Background: an optimization exercise with open tools, aiming at small area and a short achievable clock period. Do not read the settings as production practice. The RTL was checked by simulation tests, not by an equivalence proof against the original design.

==> zinc <==
==> flow/design.v <==
`timescale 1ns/1ps
`default_nettype none
package capture_pkg;
	typedef struct packed {
		logic [12-1:0] a0;  
		logic [12-1:0] a1;  
		logic [12-1:0] b0;  
		logic [12-1:0] b1;  
	} adc_frame_t;
	typedef struct packed {
		logic [3:0] tag;  
		logic [12-1:0] value;
	} sample_word_t;
	typedef enum logic [1:0] {
		SLOT_A0,  
		SLOT_A1,
		SLOT_B0,
		SLOT_B1
	} slot_t;
endpackage
`default_nettype wire
`timescale 1ns/1ps
`default_nettype none
package psram_pkg;
	typedef logic [25-1:0] addr_t;  
	typedef struct packed {
		logic valid;  
		addr_t addr;  
	} write_req_t;
	typedef enum logic {
		CAPTURING,  
		HALTED  
	} writer_state_t;
endpackage
`default_nettype wire
`timescale 1ns/1ps
`default_nettype none
module sample_packer (
	input  logic clk,
	input  logic reset,
	input  logic ad_strobe,  
	input  logic psram_ready,  
	input  capture_pkg::adc_frame_t ad_frame,
	input  logic [12-1:0] iest,  
	input  logic pwm,
	output capture_pkg::sample_word_t word,
	output logic we
);
	capture_pkg::slot_t slot;  
	capture_pkg::adc_frame_t frame_q;  
	logic [7:0] iest_q;  
	logic pwm_q;  
	logic take;  
	assign take = ad_strobe & psram_ready;
	always_ff @(posedge clk) begin
		if (take) begin
			frame_q <= ad_frame;
			iest_q <= iest[7:0];
			pwm_q <= pwm;
		end
	end
	always_ff @(posedge clk) begin
		if (reset) begin
			slot <= capture_pkg::SLOT_A0;
		end else begin
			case (slot)
				capture_pkg::SLOT_A0: slot <= take ? capture_pkg::SLOT_A1 : capture_pkg::SLOT_A0;
				capture_pkg::SLOT_A1: slot <= capture_pkg::SLOT_B0;
				capture_pkg::SLOT_B0: slot <= capture_pkg::SLOT_B1;
				default: slot <= capture_pkg::SLOT_A0;  
			endcase
		end
	end
	always_comb begin
		case (slot)
			capture_pkg::SLOT_A0: begin
				word.tag = iest[11:8];  
				word.value = ad_frame.a0;
			end
			capture_pkg::SLOT_A1: begin
				word.tag = iest_q[7:4];
				word.value = frame_q.a1;
			end
			capture_pkg::SLOT_B0: begin
				word.tag = iest_q[3:0];
				word.value = frame_q.b0;
			end
			default: begin
				word.tag = {3'b000, pwm_q};  
				word.value = frame_q.b1;
			end
		endcase
	end
	assign we = take | (slot != capture_pkg::SLOT_A0);  
endmodule
`default_nettype wire
`timescale 1ns/1ps
`default_nettype none
module sample_fifo (
	input  logic clk,
	input  logic reset,
	input  logic we,  
	input  capture_pkg::sample_word_t word,
	input  logic re,  
	output logic [16-1:0] q,  
	output logic empty,
	output logic almost_empty,  
	output logic overflow  
);
	logic [9-1:0] wr_ptr;  
	logic [9-1:0] wr_ptr_p1;
	logic [9:0] level;  
	logic [9:0] level_p1;
	logic [9:0] level_m1;
	logic lvl0;  
	logic lvl1;  
	logic lvl2;  
	logic lvl3;
	logic phase;  
	logic [16-1:0] head;
	logic [16-1:0] head_d;
	logic full;
	logic push;
	logic pop;
	logic inc;
	logic dec;
	logic push_s;
	logic [16-1:0] word_s;
	logic [15:0] wa;  
	logic [31:0] wb;
	logic [15:0] ra;
	logic [31:0] rb;
	logic [512-1:0] ws;  
	logic [512-1:0] wt;  
	logic [512-1:0] rsn;  
	logic [16-1:0] wx;  
	logic [512-1:0][16-1:0] mq;
	logic [16-1:0] rd_n;  
	logic [16-1:0] rd_word;  
	assign full = level[9];
	assign empty = lvl0;
	assign push = we & ~full;  
	assign pop = re & ~lvl0;
	assign inc = push & ~pop;
	assign dec = pop & ~push;
	assign almost_empty = level < 8;
	assign lvl3 = level == (9+1)'(3);
	assign q = head;
	fifo_inc #(.W(9)) wr_inc_i (.a(wr_ptr), .y(wr_ptr_p1));
	fifo_inc #(.W(9+1)) lvl_inc_i (.a(level), .y(level_p1));
	fifo_dec #(.W(9+1)) lvl_dec_i (.a(level), .y(level_m1));
	assign wx = word_s ^ {16{phase}};
	fifo_wdec wdec_i (.pa(wa), .pb(wb), .s(ws), .t(wt));
	genvar r;
	generate
		for (r = 0; r < 512; r++) begin : row
			fifo_word word_i (.clk(clk), .s(ws[r]), .t(wt[r]), .x(wx), .q(mq[r]));
		end
	endgenerate
	fifo_rdec rdec_i (.pa(ra), .pb(rb), .sn(rsn));
	fifo_rtree rtree_i (.d(mq), .sn(rsn), .y(rd_n));
	assign rd_word = (push_s && lvl2) ? word_s : (rd_n ^ {16{~phase}});
	always_ff @(posedge clk) begin
		if (reset) begin
			wr_ptr <= '0;
			level <= '0;
			lvl0 <= 1'b1;
			lvl1 <= 1'b0;
			lvl2 <= 1'b0;
			overflow <= 1'b0;
			phase <= 1'b0;
			push_s <= 1'b0;
			wa <= '0;
			wb <= 32'd1;
			ra <= 16'd2;
			rb <= 32'd1;
		end else begin
			phase <= ~phase;
			push_s <= push;
			wa <= push ? (16'd1 << wr_ptr[3:0]) : 16'd0;
			wb <= 32'd1 << wr_ptr[8:4];
			if (push) begin
				wr_ptr <= wr_ptr_p1;
			end
			if (pop) begin
				ra <= {ra[14:0], ra[15]};
				if (ra[15]) begin
					rb <= {rb[30:0], rb[31]};
				end
			end
			if (inc) begin
				level <= level_p1;
				lvl0 <= 1'b0;
				lvl1 <= lvl0;
				lvl2 <= lvl1;
			end else if (dec) begin
				level <= level_m1;
				lvl0 <= lvl1;
				lvl1 <= lvl2;
				lvl2 <= lvl3;
			end
			if (we && full) begin
				overflow <= 1'b1;  
			end
		end
	end
	always_ff @(posedge clk) begin
		word_s <= word;
	end
	fifo_head_next head_next_i (
		.pop(pop), .lvl0(lvl0), .lvl1(lvl1), .rd_word(rd_word), .word(word), .head(head),
		.head_d(head_d)
	);
	always_ff @(posedge clk) begin
		head <= head_d;
	end
endmodule
module fifo_head_next (
	input  logic pop,
	input  logic lvl0,
	input  logic lvl1,
	input  logic [16-1:0] rd_word,
	input  logic [16-1:0] word,
	input  logic [16-1:0] head,
	output logic [16-1:0] head_d
);
	always_comb begin
		if (pop && !lvl1) begin
			head_d = rd_word;
		end else if (lvl0 || pop) begin
			head_d = word;  
		end else begin
			head_d = head;
		end
	end
endmodule
module fifo_inc #(
	parameter int W = 1
) (
	input  logic [W-1:0] a,
	output logic [W-1:0] y
);
	assign y = a + 1'b1;
endmodule
module fifo_dec #(
	parameter int W = 1
) (
	input  logic [W-1:0] a,
	output logic [W-1:0] y
);
	assign y = a - 1'b1;
endmodule
module fifo_word (
	input  logic clk,
	input  logic s,  
	input  logic t,
	input  logic [16-1:0] x,
	output logic [16-1:0] q
);
	genvar b;
	generate
		for (b = 0; b < 16; b++) begin : bit_
			fifo_bit bit_i (.clk(clk), .s(s), .t(t), .x(x[b]), .q(q[b]));
		end
	endgenerate
endmodule
module fifo_bit (
	input  logic clk,
	input  logic s,
	input  logic t,
	input  logic x,
	output logic q
);
	always_ff @(posedge clk) begin
		q <= ~((q | s) & (x | t));
	end
endmodule
module fifo_wdec (
	input  logic [15:0] pa,
	input  logic [31:0] pb,
	output logic [512-1:0] s,
	output logic [512-1:0] t
);
	genvar i;
	generate
		for (i = 0; i < 512; i++) begin : r
			dec_st st_i (.a(pa[i % 16]), .b(pb[i / 16]), .s(s[i]), .t(t[i]));
		end
	endgenerate
endmodule
module dec_st (
	input  logic a,
	input  logic b,
	output logic s,
	output logic t
);
	rt_nand2 t_i (.a(a), .b(b), .y(t));
	rt_inv s_i (.a(t), .y(s));
endmodule
module fifo_rdec (
	input  logic [15:0] pa,
	input  logic [31:0] pb,
	output logic [512-1:0] sn
);
	genvar i;
	generate
		for (i = 0; i < 512; i++) begin : r
			rt_nand2 sn_i (.a(pa[i % 16]), .b(pb[i / 16]), .y(sn[i]));
		end
	endgenerate
endmodule
module fifo_rtree (
	input  logic [512-1:0][16-1:0] d,
	input  logic [512-1:0] sn,
	output logic [16-1:0] y
);
	genvar b;
	generate
		for (b = 0; b < 16; b++) begin : bit_
			logic [512-1:0] db;
			logic [255:0] l1;  
			logic [127:0] l2;  
			logic [31:0] l3;  
			logic [15:0] l4;  
			logic [3:0] l5;  
			logic [1:0] l6;  
			genvar i;
			for (i = 0; i < 512; i++) begin : col
				assign db[i] = d[i][b];
			end
			for (i = 0; i < 256; i++) begin : g1
				rt_o22ai o_i (.a(db[2*i]), .sa(sn[2*i]), .b(db[2*i+1]), .sb(sn[2*i+1]), .y(l1[i]));
			end
			for (i = 0; i < 128; i++) begin : g2
				rt_nor2 n_i (.a(l1[2*i]), .b(l1[2*i+1]), .y(l2[i]));
			end
			for (i = 0; i < 32; i++) begin : g3
				rt_nand4 n_i (.a(l2[4*i]), .b(l2[4*i+1]), .c(l2[4*i+2]), .d(l2[4*i+3]), .y(l3[i]));
			end
			for (i = 0; i < 16; i++) begin : g4
				rt_nor2 n_i (.a(l3[2*i]), .b(l3[2*i+1]), .y(l4[i]));
			end
			for (i = 0; i < 4; i++) begin : g5
				rt_nand4 n_i (.a(l4[4*i]), .b(l4[4*i+1]), .c(l4[4*i+2]), .d(l4[4*i+3]), .y(l5[i]));
			end
			for (i = 0; i < 2; i++) begin : g6
				rt_nor2 n_i (.a(l5[2*i]), .b(l5[2*i+1]), .y(l6[i]));
			end
			rt_nand2 n7_i (.a(l6[0]), .b(l6[1]), .y(y[b]));
		end
	endgenerate
endmodule
module rt_o22ai (
	input  logic a,
	input  logic sa,
	input  logic b,
	input  logic sb,
	output logic y
);
	assign y = ~((a | sa) & (b | sb));
endmodule
module rt_nor2 (
	input  logic a,
	input  logic b,
	output logic y
);
	assign y = ~(a | b);
endmodule
module rt_nand2 (
	input  logic a,
	input  logic b,
	output logic y
);
	assign y = ~(a & b);
endmodule
module rt_inv (
	input  logic a,
	output logic y
);
	assign y = ~a;
endmodule
module rt_nand4 (
	input  logic a,
	input  logic b,
	input  logic c,
	input  logic d,
	output logic y
);
	assign y = ~(a & b & c & d);
endmodule
`default_nettype wire
`timescale 1ns/1ps
`default_nettype none
module burst_writer (
	input  logic clk,
	input  logic reset,
	input  logic almost_empty,  
	input  logic awready,  
	input  logic pwm,
	input  logic halt,  
	output psram_pkg::write_req_t awreq,
	output psram_pkg::addr_t base_addr
);
	psram_pkg::writer_state_t state;
	psram_pkg::writer_state_t state_next;
	psram_pkg::addr_t addr;  
	logic valid;
	logic pwm_d;
	logic pwm_rise;
	logic wrap_hit;  
	psram_pkg::addr_t addr_next_burst;
	assign pwm_rise = pwm & ~pwm_d;
	assign wrap_hit = halt && (addr == base_addr);
	assign state_next = wrap_hit ? psram_pkg::HALTED : state;  
	burst_addr_inc addr_inc_i (.a(addr), .y(addr_next_burst));
	assign awreq.valid = valid;
	assign awreq.addr = addr;
	always_ff @(posedge clk) begin
		if (reset) begin
			state <= psram_pkg::CAPTURING;
			valid <= 1'b0;
			addr <= '0;
			base_addr <= '0;
			pwm_d <= 1'b0;
		end else begin
			state <= state_next;
			valid <= (state_next == psram_pkg::CAPTURING) && !almost_empty;
			if (valid && awready) begin
				addr <= addr_next_burst;  
			end
			if (pwm_rise && !halt) begin
				base_addr <= addr - psram_pkg::addr_t'(1024);
			end
			pwm_d <= pwm;
		end
	end
endmodule
module burst_addr_inc (
	input  psram_pkg::addr_t a,
	output psram_pkg::addr_t y
);
	assign y = a + psram_pkg::addr_t'(16);
endmodule
`default_nettype wire
`timescale 1ns/1ps
`default_nettype none
module adc_capture_top (
	input  logic clk,
	input  logic reset,
	input  logic ad_strobe,
	input  logic psram_ready,
	input  logic [4*12-1:0] ad_frame,  
	input  logic [12-1:0] iest,
	input  logic pwm,
	input  logic halt,
	input  logic wready,  
	output logic [16-1:0] wdata,
	input  logic awready,
	output logic [25:0] awreq,  
	output logic [25-1:0] base_addr,
	output logic overflow
);
	capture_pkg::sample_word_t word;  
	logic we;
	logic almost_empty;  
	sample_packer sample_packer_i (
		.clk(clk),
		.reset(reset),
		.ad_strobe(ad_strobe),
		.psram_ready(psram_ready),
		.ad_frame(ad_frame),
		.iest(iest),
		.pwm(pwm),
		.word(word),
		.we(we)
	);
	sample_fifo sample_fifo_i (
		.clk(clk),
		.reset(reset),
		.we(we),
		.word(word),
		.re(wready),
		.q(wdata),
		.empty(),  
		.almost_empty(almost_empty),
		.overflow(overflow)
	);
	burst_writer burst_writer_i (
		.clk(clk),
		.reset(reset),
		.almost_empty(almost_empty),
		.awready(awready),
		.pwm(pwm),
		.halt(halt),
		.awreq(awreq),
		.base_addr(base_addr)
	);
endmodule
`default_nettype wire
==> flow/flow/run.sh <==
#!/bin/bash
# The standard layout, with two changes to how it is made:
#  - port buffers are buf_4 cells instead of the delay buffer the default picks
#  - timing repair aims for more setup slack than the period needs, so the
#    paths get sized for a shorter period than the one the design is built at
set -euo pipefail
bash standard.sh \
	"SETUP_SLACK_MARGIN=9.4" \
	"BUFFER_PORTS_ARGS=-buffer_cell sky130_fd_sc_hd__buf_4" \
	finish > standard.log 2>&1
==> flow/standard.sh <==
#!/bin/bash
# synth_recipe.tcl (not shown) runs the flow's synth.tcl, then flattens the netlist and writes it again
# the make line also repeats each setting of config.mk as NAME=value (left out here)
make -C /OpenROAD-flow-scripts/flow DESIGN_CONFIG=/design/flow/config.mk WORK_HOME=/design/flow/orfs CLKGATE_MAP_FILE= SYNTH_SCRIPT=/design/flow/synth_recipe.tcl "${@:-finish}"
==> flow/config.mk <==
export PLATFORM = sky130hd
export DESIGN_NAME = adc_capture_top
export DESIGN_NICKNAME = adc_capture_top
export VERILOG_FILES = /design/flow/design.v
export SDC_FILE = /design/flow/constraint.sdc
export NUM_CORES = 4
export LEC_CHECK = 0
export CAP_MARGIN = 20
export CORE_MARGIN = 2
export CORE_UTILIZATION = 70
export CTS_CLUSTER_DIAMETER = 100
export CTS_CLUSTER_SIZE = 25
export PLACE_DENSITY = 0.8
export SLEW_MARGIN = 20
export SYNTH_HIERARCHICAL = 1
==> flow/constraint.sdc <==
create_clock -name core_clock -period 14.0 [get_ports {clk}]
set_input_delay 2.8000 -clock core_clock [delete_from_list [all_inputs] [get_ports {clk}]]
set_output_delay 2.8000 -clock core_clock [all_outputs]
set_load 0.01 [all_outputs]
==> inputs of indigo, as changes to zinc <==
--- a/flow/design.v
+++ b/flow/design.v
@@ -47,16 +47,21 @@
 	output logic we
 );
 	capture_pkg::slot_t slot;  
-	capture_pkg::adc_frame_t frame_q;  
-	logic [7:0] iest_q;  
-	logic pwm_q;  
+	logic idle;
 	logic take;  
+	capture_pkg::sample_word_t r1;
+	capture_pkg::sample_word_t r2;
+	logic [12:0] r3;  
+	assign idle = slot == capture_pkg::SLOT_A0;
 	assign take = ad_strobe & psram_ready;
 	always_ff @(posedge clk) begin
-		if (take) begin
-			frame_q <= ad_frame;
-			iest_q <= iest[7:0];
-			pwm_q <= pwm;
+		r3 <= {pwm, ad_frame.b1};
+		if (idle) begin
+			r1 <= {iest[7:4], ad_frame.a1};
+			r2 <= {iest[3:0], ad_frame.b0};
+		end else begin
+			r1 <= r2;
+			r2 <= {3'b000, r3};
 		end
 	end
 	always_ff @(posedge clk) begin
@@ -72,26 +77,14 @@
 		end
 	end
 	always_comb begin
-		case (slot)
-			capture_pkg::SLOT_A0: begin
-				word.tag = iest[11:8];  
-				word.value = ad_frame.a0;
-			end
-			capture_pkg::SLOT_A1: begin
-				word.tag = iest_q[7:4];
-				word.value = frame_q.a1;
-			end
-			capture_pkg::SLOT_B0: begin
-				word.tag = iest_q[3:0];
-				word.value = frame_q.b0;
-			end
-			default: begin
-				word.tag = {3'b000, pwm_q};  
-				word.value = frame_q.b1;
-			end
-		endcase
+		if (idle) begin
+			word.tag = iest[11:8];  
+			word.value = ad_frame.a0;
+		end else begin
+			word = r1;
+		end
 	end
-	assign we = take | (slot != capture_pkg::SLOT_A0);  
+	assign we = take | ~idle;  
 endmodule
 `default_nettype wire
 `timescale 1ns/1ps
@@ -128,7 +121,9 @@
 	logic [16-1:0] word_s;
 	logic [15:0] wa;  
 	logic [31:0] wb;
-	logic [15:0] ra;
+	logic [31:0] wbg;  
+	logic [9:0] level_d;
+	logic [3:0][15:0] ra;
 	logic [31:0] rb;
 	logic [512-1:0] ws;  
 	logic [512-1:0] wt;  
@@ -136,7 +131,9 @@
 	logic [16-1:0] wx;  
 	logic [512-1:0][16-1:0] mq;
 	logic [16-1:0] rd_n;  
-	logic [16-1:0] rd_word;  
+	logic byp;  
+	logic sel_rd;  
+	logic [16-1:0] head_alt;  
 	assign full = level[9];
 	assign empty = lvl0;
 	assign push = we & ~full;  
@@ -149,8 +146,13 @@
 	fifo_inc #(.W(9)) wr_inc_i (.a(wr_ptr), .y(wr_ptr_p1));
 	fifo_inc #(.W(9+1)) lvl_inc_i (.a(level), .y(level_p1));
 	fifo_dec #(.W(9+1)) lvl_dec_i (.a(level), .y(level_m1));
+	fifo_lvl_next lvl_next_i (
+		.push(push), .pop(pop), .level(level), .level_p1(level_p1), .level_m1(level_m1),
+		.level_d(level_d)
+	);
 	assign wx = word_s ^ {16{phase}};
-	fifo_wdec wdec_i (.pa(wa), .pb(wb), .s(ws), .t(wt));
+	assign wbg = wb & {32{push_s}};
+	fifo_wdec wdec_i (.pa(wa), .pb(wbg), .s(ws), .t(wt));
 	genvar r;
 	generate
 		for (r = 0; r < 512; r++) begin : row
@@ -159,7 +161,7 @@
 	endgenerate
 	fifo_rdec rdec_i (.pa(ra), .pb(rb), .sn(rsn));
 	fifo_rtree rtree_i (.d(mq), .sn(rsn), .y(rd_n));
-	assign rd_word = (push_s && lvl2) ? word_s : (rd_n ^ {16{~phase}});
+	assign byp = push_s & lvl2;
 	always_ff @(posedge clk) begin
 		if (reset) begin
 			wr_ptr <= '0;
@@ -170,31 +172,32 @@
 			overflow <= 1'b0;
 			phase <= 1'b0;
 			push_s <= 1'b0;
-			wa <= '0;
+			wa <= 16'd1;
 			wb <= 32'd1;
-			ra <= 16'd2;
+			ra <= {4{16'd2}};
 			rb <= 32'd1;
 		end else begin
 			phase <= ~phase;
 			push_s <= push;
-			wa <= push ? (16'd1 << wr_ptr[3:0]) : 16'd0;
+			wa <= 16'd1 << wr_ptr[3:0];
 			wb <= 32'd1 << wr_ptr[8:4];
 			if (push) begin
 				wr_ptr <= wr_ptr_p1;
 			end
 			if (pop) begin
-				ra <= {ra[14:0], ra[15]};
-				if (ra[15]) begin
+				for (int k = 0; k < 4; k++) begin
+					ra[k] <= {ra[k][14:0], ra[k][15]};
+				end
+				if (ra[0][15]) begin
 					rb <= {rb[30:0], rb[31]};
 				end
 			end
+			level <= level_d;
 			if (inc) begin
-				level <= level_p1;
 				lvl0 <= 1'b0;
 				lvl1 <= lvl0;
 				lvl2 <= lvl1;
 			end else if (dec) begin
-				level <= level_m1;
 				lvl0 <= lvl1;
 				lvl1 <= lvl2;
 				lvl2 <= lvl3;
@@ -208,8 +211,11 @@
 		word_s <= word;
 	end
 	fifo_head_next head_next_i (
-		.pop(pop), .lvl0(lvl0), .lvl1(lvl1), .rd_word(rd_word), .word(word), .head(head),
-		.head_d(head_d)
+		.pop(pop), .lvl0(lvl0), .lvl1(lvl1), .byp(byp), .word_s(word_s), .word(word),
+		.head(head), .sel_rd(sel_rd), .head_alt(head_alt)
+	);
+	fifo_head_mux head_mux_i (
+		.rd_n(rd_n), .phase(phase), .sel_rd(sel_rd), .head_alt(head_alt), .head_d(head_d)
 	);
 	always_ff @(posedge clk) begin
 		head <= head_d;
@@ -219,21 +225,43 @@
 	input  logic pop,
 	input  logic lvl0,
 	input  logic lvl1,
-	input  logic [16-1:0] rd_word,
+	input  logic byp,
+	input  logic [16-1:0] word_s,
 	input  logic [16-1:0] word,
 	input  logic [16-1:0] head,
-	output logic [16-1:0] head_d
+	output logic sel_rd,
+	output logic [16-1:0] head_alt
 );
+	assign sel_rd = pop & ~lvl1 & ~byp;
 	always_comb begin
 		if (pop && !lvl1) begin
-			head_d = rd_word;
+			head_alt = word_s;  
 		end else if (lvl0 || pop) begin
-			head_d = word;  
+			head_alt = word;  
 		end else begin
-			head_d = head;
+			head_alt = head;
 		end
 	end
 endmodule
+module fifo_head_mux (
+	input  logic [16-1:0] rd_n,
+	input  logic phase,
+	input  logic sel_rd,
+	input  logic [16-1:0] head_alt,
+	output logic [16-1:0] head_d
+);
+	assign head_d = sel_rd ? (rd_n ^ {16{~phase}}) : head_alt;
+endmodule
+module fifo_lvl_next (
+	input  logic push,
+	input  logic pop,
+	input  logic [9:0] level,
+	input  logic [9:0] level_p1,
+	input  logic [9:0] level_m1,
+	output logic [9:0] level_d
+);
+	assign level_d = push ? (pop ? level : level_p1) : (pop ? level_m1 : level);
+endmodule
 module fifo_inc #(
 	parameter int W = 1
 ) (
@@ -298,14 +326,14 @@
 	rt_inv s_i (.a(t), .y(s));
 endmodule
 module fifo_rdec (
-	input  logic [15:0] pa,
+	input  logic [3:0][15:0] pa,
 	input  logic [31:0] pb,
 	output logic [512-1:0] sn
 );
 	genvar i;
 	generate
 		for (i = 0; i < 512; i++) begin : r
-			rt_nand2 sn_i (.a(pa[i % 16]), .b(pb[i / 16]), .y(sn[i]));
+			rt_nand2 sn_i (.a(pa[i / 128][i % 16]), .b(pb[i / 16]), .y(sn[i]));
 		end
 	endgenerate
 endmodule
--- a/flow/flow/run.sh
+++ b/flow/flow/run.sh
@@ -5,6 +5,6 @@
 #    paths get sized for a shorter period than the one the design is built at
 set -euo pipefail
 bash standard.sh \
-	"SETUP_SLACK_MARGIN=9.4" \
+	"SETUP_SLACK_MARGIN=9.8" \
 	"BUFFER_PORTS_ARGS=-buffer_cell sky130_fd_sc_hd__buf_4" \
 	finish > standard.log 2>&1
--- a/flow/config.mk
+++ b/flow/config.mk
@@ -7,9 +7,9 @@
 export LEC_CHECK = 0
 export CAP_MARGIN = 20
 export CORE_MARGIN = 2
-export CORE_UTILIZATION = 70
+export CORE_UTILIZATION = 60
 export CTS_CLUSTER_DIAMETER = 100
 export CTS_CLUSTER_SIZE = 25
-export PLACE_DENSITY = 0.8
+export PLACE_DENSITY = 0.7
 export SLEW_MARGIN = 20
 export SYNTH_HIERARCHICAL = 1
==> flow_summary_export.csv <==
group,metric,value,unit
synthesis,synth-xor-area-share,0.347,%
synthesis,synth-compound-area-share,28.8,%
power_and_ir_drop,p_clk,12400,uW
status,status,"no timing/DRC/antenna violations",
finish,inverters,546,
# the run above: zinc

==> flow_summary_export.csv <==
group,metric,value,unit
status,violations,"max-capacitance violations, max-slew violations",
timing,drv_slew,35,
synthesis,synth-xor-area-share,0.348,%
status,status,"finished with violations",
finish,inverters,535,
power_and_ir_drop,p_clk,12600,uW
flow_run,cap_violations,1,
# the run above: indigo

[port drivers added, routing unchanged]
In the flow no input, the clock included, has a driving cell. The finished layouts below were timed again as built, in two steps.
Step 1 (the two cells are an assumption about what drives the block):
set clk [get_ports {clk}]
set_driving_cell -lib_cell sky130_fd_sc_hd__clkbuf_16 $clk
set_driving_cell -lib_cell sky130_fd_sc_hd__buf_2 [delete_from_list [all_inputs] $clk]
Step 2 moves the port delays by t, midway between the first and last clock arrival at a register: inputs arrive t later, outputs are due t later. That takes back most of the time a late clock gives input paths.
Three values: ideal, step 1, step 2; two values: the first two.
| run | shift t [ns] | slack for setup (ns) | clock arrival spread, ns | pins driven straight from the clock port |
|---|---|---|---|---|
| zinc | 1.159 | 9.006 / 9.006 / 8.560 | 0.041 / 0.042 | 1 |
| indigo | 1.188 | 9.476 / 9.405 / 8.807 | 0.049 / 0.049 | 1 |
For indigo, which loses most, drivers alone change the setup slack by -0.071 ns; drivers and shift together by -0.669 ns.
